From an optimization exercise on the open Yosys and OpenROAD flow, aimed at small area; shortcuts taken in it are not production practice. In this exercise RTL edits were held to simulation tests only and were not proved equivalent to the original. Power is estimated from default activity; no workload was simulated.

## rev 12
==> flow/design.v <==
`default_nettype none
package game_geom_pkg;
	localparam int NUM_LANES = 4;
	typedef logic [9:0] pos_t;           
	typedef logic [NUM_LANES-1:0] lane_mask_t;
	localparam pos_t FALL_STEP = 10'd4;  
	localparam pos_t HIT_Y_MIN = 10'd400;
	localparam pos_t HIT_Y_MAX = 10'd440;
	typedef logic [7:0] count_t;
endpackage
`default_nettype wire
`default_nettype none
package song_pkg;
	typedef logic [7:0] key_t;
	localparam key_t KEY_START = 8'h2C;  
	localparam key_t KEY_STOP  = 8'h29;  
	localparam key_t KEY_LANE0 = 8'h07;  
	localparam key_t KEY_LANE1 = 8'h09;  
	localparam key_t KEY_LANE2 = 8'h0D;  
	localparam key_t KEY_LANE3 = 8'h0E;  
	typedef enum logic [1:0] {IDLE, PLAYING, DRAIN, DONE} game_state_t;
	localparam int SONG_LEN = 16;
	typedef logic [3:0] beat_idx_t;
	function automatic logic [3:0] beat_lanes(beat_idx_t idx);
		case (idx)
			4'd0:    beat_lanes = 4'b0001;
			4'd1:    beat_lanes = 4'b0010;
			4'd2:    beat_lanes = 4'b0100;
			4'd3:    beat_lanes = 4'b1000;
			4'd4:    beat_lanes = 4'b0000;  
			4'd5:    beat_lanes = 4'b0011;
			4'd6:    beat_lanes = 4'b0100;
			4'd7:    beat_lanes = 4'b1000;
			4'd8:    beat_lanes = 4'b0001;
			4'd9:    beat_lanes = 4'b0000;  
			4'd10:   beat_lanes = 4'b1100;
			4'd11:   beat_lanes = 4'b0010;
			4'd12:   beat_lanes = 4'b0001;
			4'd13:   beat_lanes = 4'b1001;
			4'd14:   beat_lanes = 4'b0100;
			default: beat_lanes = 4'b0010;
		endcase
	endfunction
endpackage
`default_nettype wire
`default_nettype none
module rhythm_game_top (
	input  wire        max10_clk1_50,
	input  wire        arst_n,
	input  wire        frame_tick,
	input  wire  [7:0] keycode,
	output logic [1:0] state,
	output logic [3:0] lane_hit,
	output logic [3:0] lane_miss,
	output logic [7:0] hit_count,
	output logic [7:0] miss_count,
	output logic [7:0] combo
);
	localparam logic [1:0] IDLE = 2'd0, PLAYING = 2'd1, DRAIN = 2'd2, DONE = 2'd3;
	logic [2:0] code, key_c;
	logic       key_chg;
	always_comb begin
		case (keycode)
			8'h2C:   code = 3'd1;
			8'h29:   code = 3'd2;
			8'h07:   code = 3'd4;
			8'h09:   code = 3'd5;
			8'h0D:   code = 3'd6;
			8'h0E:   code = 3'd7;
			default: code = 3'd0;
		endcase
	end
	always_ff @(posedge max10_clk1_50 or negedge arst_n) begin
		if (!arst_n) begin
			key_c   <= 3'd0;
			key_chg <= 1'b0;
		end else begin
			key_c   <= code;
			key_chg <= (code != key_c);
		end
	end
	logic       start, stop;
	logic [3:0] press;
	assign start = key_chg && (key_c == 3'd1);
	assign stop  = key_chg && (key_c == 3'd2);
	always_comb
		for (int l = 0; l < 4; l++)
			press[l] = key_chg && (key_c == 3'(4 + l));
	logic restart, clear, clear_q, beat, spawn, busy, go;
	logic [7:0] ticks;           
	logic [7:0] ticks_next;
	logic [3:0] q;               
	logic [3:0] r;               
	assign q  = ticks[7:4];
	assign r  = ticks[3:0];
	assign go = start && (state[1] == state[0]);    
	always_ff @(posedge max10_clk1_50 or negedge arst_n) begin
		if (!arst_n)
			state <= IDLE;
		else if (stop)
			state <= IDLE;
		else if (go)
			state <= PLAYING;
		else if (state == PLAYING && beat && q == 4'd0)    
			state <= DRAIN;
		else if (state == DRAIN && !busy && !spawn)
			state <= DONE;
	end
	always_ff @(posedge max10_clk1_50) begin
		restart <= go;
		clear   <= restart || stop || go;
		clear_q <= clear;
		beat    <= !restart && (state == PLAYING) && frame_tick && (r == 4'd15);
		spawn   <= !stop && (state == PLAYING) && beat;
	end
	logic       tick_en;
	logic [7:0] tcarry;
	assign tick_en = frame_tick && (state == PLAYING || state == DRAIN);
	always_comb begin
		tcarry[0] = 1'b1;
		for (int i = 1; i < 8; i++)
			tcarry[i] = tcarry[i-1] & ticks[i-1];
		for (int i = 0; i < 8; i++)
			ticks_next[i] = !restart && (ticks[i] ^ (tick_en & tcarry[i]));
	end
	always_ff @(posedge max10_clk1_50)
		ticks <= ticks_next;
	logic       z, cand_hi;
	logic [2:0] cslot;
	logic [1:0] vnew, cv;
	logic       inwin, fall;
	logic [7:0][1:0] v;
	logic [7:0] n0, n1;              
	logic [7:0][3:0] l0, l1;         
	logic [7:0] sel, psel, spawn_here, has0, has1, dq;
	logic [3:0] cand_alive, hit_v, miss_v, kill;
	logic       active, notes_clr;
	assign active    = state[0] ^ state[1];
	assign notes_clr = (state == IDLE);
	assign z     = (r == 4'd0);
	assign cand_hi = state[1];       
	assign cslot = q[2:0] + (z ? 3'd1 : 3'd2);
	assign vnew  = {ticks[0] | frame_tick, ~(ticks[0] ^ frame_tick)};
	always_comb begin
		cv = '0;
		for (int s = 0; s < 8; s++)
			cv = cv | ({2{psel[s]}} & v[s]);
	end
	always_comb begin
		case (r)
			4'd0:             inwin = (cv == 2'd3);
			4'd1, 4'd2, 4'd3: inwin = 1'b0;
			4'd4:             inwin = (cv == 2'd1);
			4'd5:             inwin = (cv != 2'd3);
			4'd15:            inwin = (cv != 2'd1);
			default:          inwin = 1'b1;
		endcase
		case (r)
			4'd0:    fall = (cv == 2'd3);
			4'd14:   fall = (cv == 2'd1);
			4'd15:   fall = (cv == 2'd2);
			default: fall = 1'b0;
		endcase
	end
	always_comb begin
		l0 = {4'b0100, 4'b0001, 4'b0000, cand_hi ? 4'b0010 : 4'b1000,
		      4'b0100, cand_hi ? 4'b0001 : 4'b0010, 4'b0001, cand_hi ? 4'b0010 : 4'b1000};
		l1 = {4'b0000, cand_hi ? 4'b1000 : 4'b0010, 4'b0000, 4'b0000,
		      4'b1000, 4'b0000, 4'b0000, 4'b0000};
		has0 = {1'b1, 1'b1, q[3], 1'b1, 1'b1, !q[3], 1'b1, 1'b1};    
		has1 = {1'b0, 1'b1, 1'b0, 1'b0, q[3], 1'b0, 1'b0, 1'b0};
		for (int s = 0; s < 8; s++) begin
			dq[s]         = (q[2:0] == 3'(s));
			spawn_here[s] = spawn && dq[s];
		end
		for (int s = 0; s < 8; s++)
			sel[s] = z ? dq[(s + 7) % 8] : dq[(s + 6) % 8];
		psel    = sel;
		psel[2] = cand_hi ? sel[5] : sel[2];
		psel[5] = 1'b0;
	end
	always_comb begin
		cand_alive = '0;
		for (int s = 0; s < 8; s++)
			cand_alive = cand_alive | ({4{psel[s] & n0[s]}} & l0[s]) | ({4{psel[s] & n1[s]}} & l1[s]);
		hit_v  = press & {4{inwin && active}} & cand_alive;
		miss_v = ~press & {4{frame_tick && fall && active}} & cand_alive;
		kill   = hit_v | miss_v;
	end
	for (genvar s = 0; s < 8; s++) begin : g_slot
		logic k0, k1;
		assign k0 = psel[s] && |(kill & l0[s]);
		assign k1 = psel[s] && |(kill & l1[s]);
		if (s == 3 || s == 6) begin : g_two
			logic [1:0] a;
			logic [1:0] vs;
			always_ff @(posedge max10_clk1_50) begin
				if (notes_clr)
					a <= '0;
				else if (spawn_here[s])
					a <= {has1[s], has0[s]};
				else
					a <= a & ~{k1, k0};
			end
			always_ff @(posedge max10_clk1_50)
				if (spawn_here[s])
					vs <= vnew;
			assign n0[s] = a[0];
			assign n1[s] = a[1];
			assign v[s]  = vs;
		end else if (s == 5) begin : g_none
			assign n0[s] = 1'b0;
			assign n1[s] = 1'b0;
			assign v[s]  = 2'd0;
		end else begin : g_one
			logic [1:0] vs;
			logic       load;
			if (s == 2) begin : g_shared
				assign load = (spawn_here[2] && has0[2]) || (spawn_here[5] && has0[5]);
			end else begin : g_own
				assign load = spawn_here[s] && has0[s];
			end
			always_ff @(posedge max10_clk1_50) begin
				if (notes_clr)
					vs <= '0;
				else if (load)
					vs <= vnew;
				else if (k0)
					vs <= '0;
			end
			assign n0[s] = (vs != 2'd0);
			assign n1[s] = 1'b0;
			assign v[s]  = vs;
		end
	end
	always_ff @(posedge max10_clk1_50 or negedge arst_n) begin
		if (!arst_n) begin
			lane_hit  <= '0;
			lane_miss <= '0;
		end else begin
			lane_hit  <= hit_v;
			lane_miss <= miss_v;
		end
	end
	assign busy = |{n0, n1};
	logic [4:0] hc, mc, cc;
	logic       any_hit, any_miss, two_miss;
	assign any_hit  = |lane_hit;
	assign any_miss = |lane_miss;
	assign two_miss = (lane_miss[0] & lane_miss[1]) | (lane_miss[0] & lane_miss[3]) | (lane_miss[2] & lane_miss[3]);
	always_ff @(posedge max10_clk1_50 or negedge arst_n) begin
		if (!arst_n) begin
			hc <= '0;
			mc <= '0;
			cc <= '0;
		end else if (clear && clear_q) begin    
			hc <= '0;
			mc <= '0;
			cc <= '0;
		end else begin
			hc <= hc + {4'd0, any_hit};
			mc <= mc + {3'd0, two_miss, any_miss & ~two_miss};
			cc <= any_miss ? 5'd0 : cc + {4'd0, any_hit};
		end
	end
	assign hit_count  = {3'd0, hc};
	assign miss_count = {3'd0, mc};
	assign combo      = {3'd0, cc};
endmodule
`default_nettype wire
Settings: LEC_CHECK=0, ABC_AREA=1, CAP_MARGIN=0, CORE_MARGIN=2, CORE_UTILIZATION=60, SLEW_MARGIN=0; clock period 5.0 ns.
standard.sh (not shown) runs the stock make flow with config.mk's settings and CLKGATE_MAP_FILE= SYNTH_SCRIPT=/design/flow/synth_recipe.tcl, a recipe that flattens the netlist after the stock synthesis.
==> flow/flow/run.sh <==
#!/bin/bash
# The standard layout (standard.sh) with three changes:
#  - synthesis leaves adders to ABC (no extract_fa) and maps the
#    combinational logic with an area-only ABC script (flow/abc_area.script);
#    everything else in synthesis, the registers included, is the standard flow's own
#    synthesis script, unchanged
#  - port buffers use the smallest buffer cell
#  - the clock tree uses clkbuf_4 and no dummy loads
# The full make output goes to flow_make.log in this folder.
set -euo pipefail
here=$PWD
orig=$(grep -o 'SYNTH_SCRIPT=[^ ]*' standard.sh | head -1 | cut -d= -f2)
cat > flow_synth.tcl <<TCL
proc extract_fa {args} {
  puts "extract_fa skipped"
}
proc abc {args} {
  set i [lsearch \$args -script]
  lset args [expr {\$i + 1}] $here/flow/abc_area.script
  yosys abc {*}\$args
}
source $orig
TCL
sed "s#SYNTH_SCRIPT=[^ ]*#SYNTH_SCRIPT=$here/flow_synth.tcl#" standard.sh > flow_standard.sh
export BUFFER_PORTS_ARGS="-buffer_cell sky130_fd_sc_hd__buf_1"
export CTS_ARGS="-sink_clustering_enable -repair_clock_nets -dont_use_dummy_load -buf_list sky130_fd_sc_hd__clkbuf_4"
bash flow_standard.sh finish > flow_make.log 2>&1
==> flow/flow/abc_area.script <==
strash
balance -l
 resub -K 6 -l
 rewrite -l
 resub -K 6 -N 2 -l
 refactor -l
 resub -K 8 -l
 balance -l
 resub -K 8 -N 2 -l
 rewrite -l
 resub -K 10 -l
 rewrite -z -l
 resub -K 10 -N 2 -l
 balance -l
 resub -K 12 -l
 refactor -z -l
 resub -K 12 -N 2 -l
 rewrite -z -l
 balance -l
dch -f
amap
topo
Input-level comparison between rev 13 and rev 12:
-- flow/design.v --
<<< rev 12, line 135
	logic [7:0] sel, psel, spawn_here, has0, has1, dq;
	logic [3:0] cand_alive, hit_v, miss_v, kill;
	logic       active, notes_clr;
	assign active    = state[0] ^ state[1];
	assign notes_clr = (state == IDLE);
	assign z     = (r == 4'd0);
	assign cand_hi = state[1];       
>>> rev 13, line 135
	logic [7:0] sel, psel, spawn_here, has0, has1, dq;
	logic [3:0] cand_alive, hit_v, miss_v, kill;
	assign z     = (r == 4'd0);
	assign cand_hi = state[1];       
<<< rev 12, line 184
		for (int s = 0; s < 8; s++)
			cand_alive = cand_alive | ({4{psel[s] & n0[s]}} & l0[s]) | ({4{psel[s] & n1[s]}} & l1[s]);
		hit_v  = press & {4{inwin && active}} & cand_alive;
		miss_v = ~press & {4{frame_tick && fall && active}} & cand_alive;
		kill   = hit_v | miss_v;
	end
>>> rev 13, line 181
		for (int s = 0; s < 8; s++)
			cand_alive = cand_alive | ({4{psel[s] & n0[s]}} & l0[s]) | ({4{psel[s] & n1[s]}} & l1[s]);
		hit_v  = press & {4{inwin}} & cand_alive;
		miss_v = ~press & {4{frame_tick && fall}} & cand_alive;
		kill   = hit_v | miss_v;
	end
<<< rev 12, line 195
			logic [1:0] a;
			logic [1:0] vs;
			always_ff @(posedge max10_clk1_50) begin
				if (notes_clr)
					a <= '0;
				else if (spawn_here[s])
>>> rev 13, line 192
			logic [1:0] a;
			logic [1:0] vs;
			always_ff @(posedge max10_clk1_50 or negedge arst_n) begin
				if (!arst_n)
					a <= '0;
				else if (stop)
					a <= '0;
				else if (spawn_here[s])
<<< rev 12, line 221
				assign load = spawn_here[s] && has0[s];
			end
			always_ff @(posedge max10_clk1_50) begin
				if (notes_clr)
					vs <= '0;
				else if (load)
>>> rev 13, line 220
				assign load = spawn_here[s] && has0[s];
			end
			always_ff @(posedge max10_clk1_50 or negedge arst_n) begin
				if (!arst_n)
					vs <= '0;
				else if (stop)
					vs <= '0;
				else if (load)
Findings:
- Having completed the whole flow, rev 13 delivered a layout that passed the timing, DRC and antenna checks.
- Between rev 12 and rev 13, the difference in aggregate global-route resource usage is negligible.
- The cell area was comparable across rev 12 and rev 13.
- Comparing rev 13 with rev 12, the power dissipated in the clock network came out essentially unchanged.
- Going from rev 12 to rev 13, via count of the first global-routing pass grew by a few percent.
- Looking at post-detailed-placement cell area across rev 12 and rev 13, the one that comes out lower is rev 12.

-- separate check: timing with driven ports --
The flow's constraints put no driver on any port. The routed layouts listed below were extracted and timed again, unchanged, in two steps.
Step 1: set_driving_cell puts a clkbuf_16 on max10_clk1_50 and a buf_2 on each other input, an assumption about the parent block.
Step 2 moves the port delays by t, midway between the first and last clock arrival at a register: inputs arrive t later, outputs are due t later. That takes back most of the time a late clock gives input paths.
a / b / c = no drivers / after step 1 / after step 2; a / b = the first two.
| run | t (ns) | slack for setup (ns) | worst setup path after step 2 |
|---|---|---|---|
| rev 12 | 0.413 | 0.516 / 0.516 / 0.516 | register to register |
| rev 13 | 0.412 | 1.109 / 1.109 / 1.109 | register to register |
After both steps every run listed still meets setup and hold.
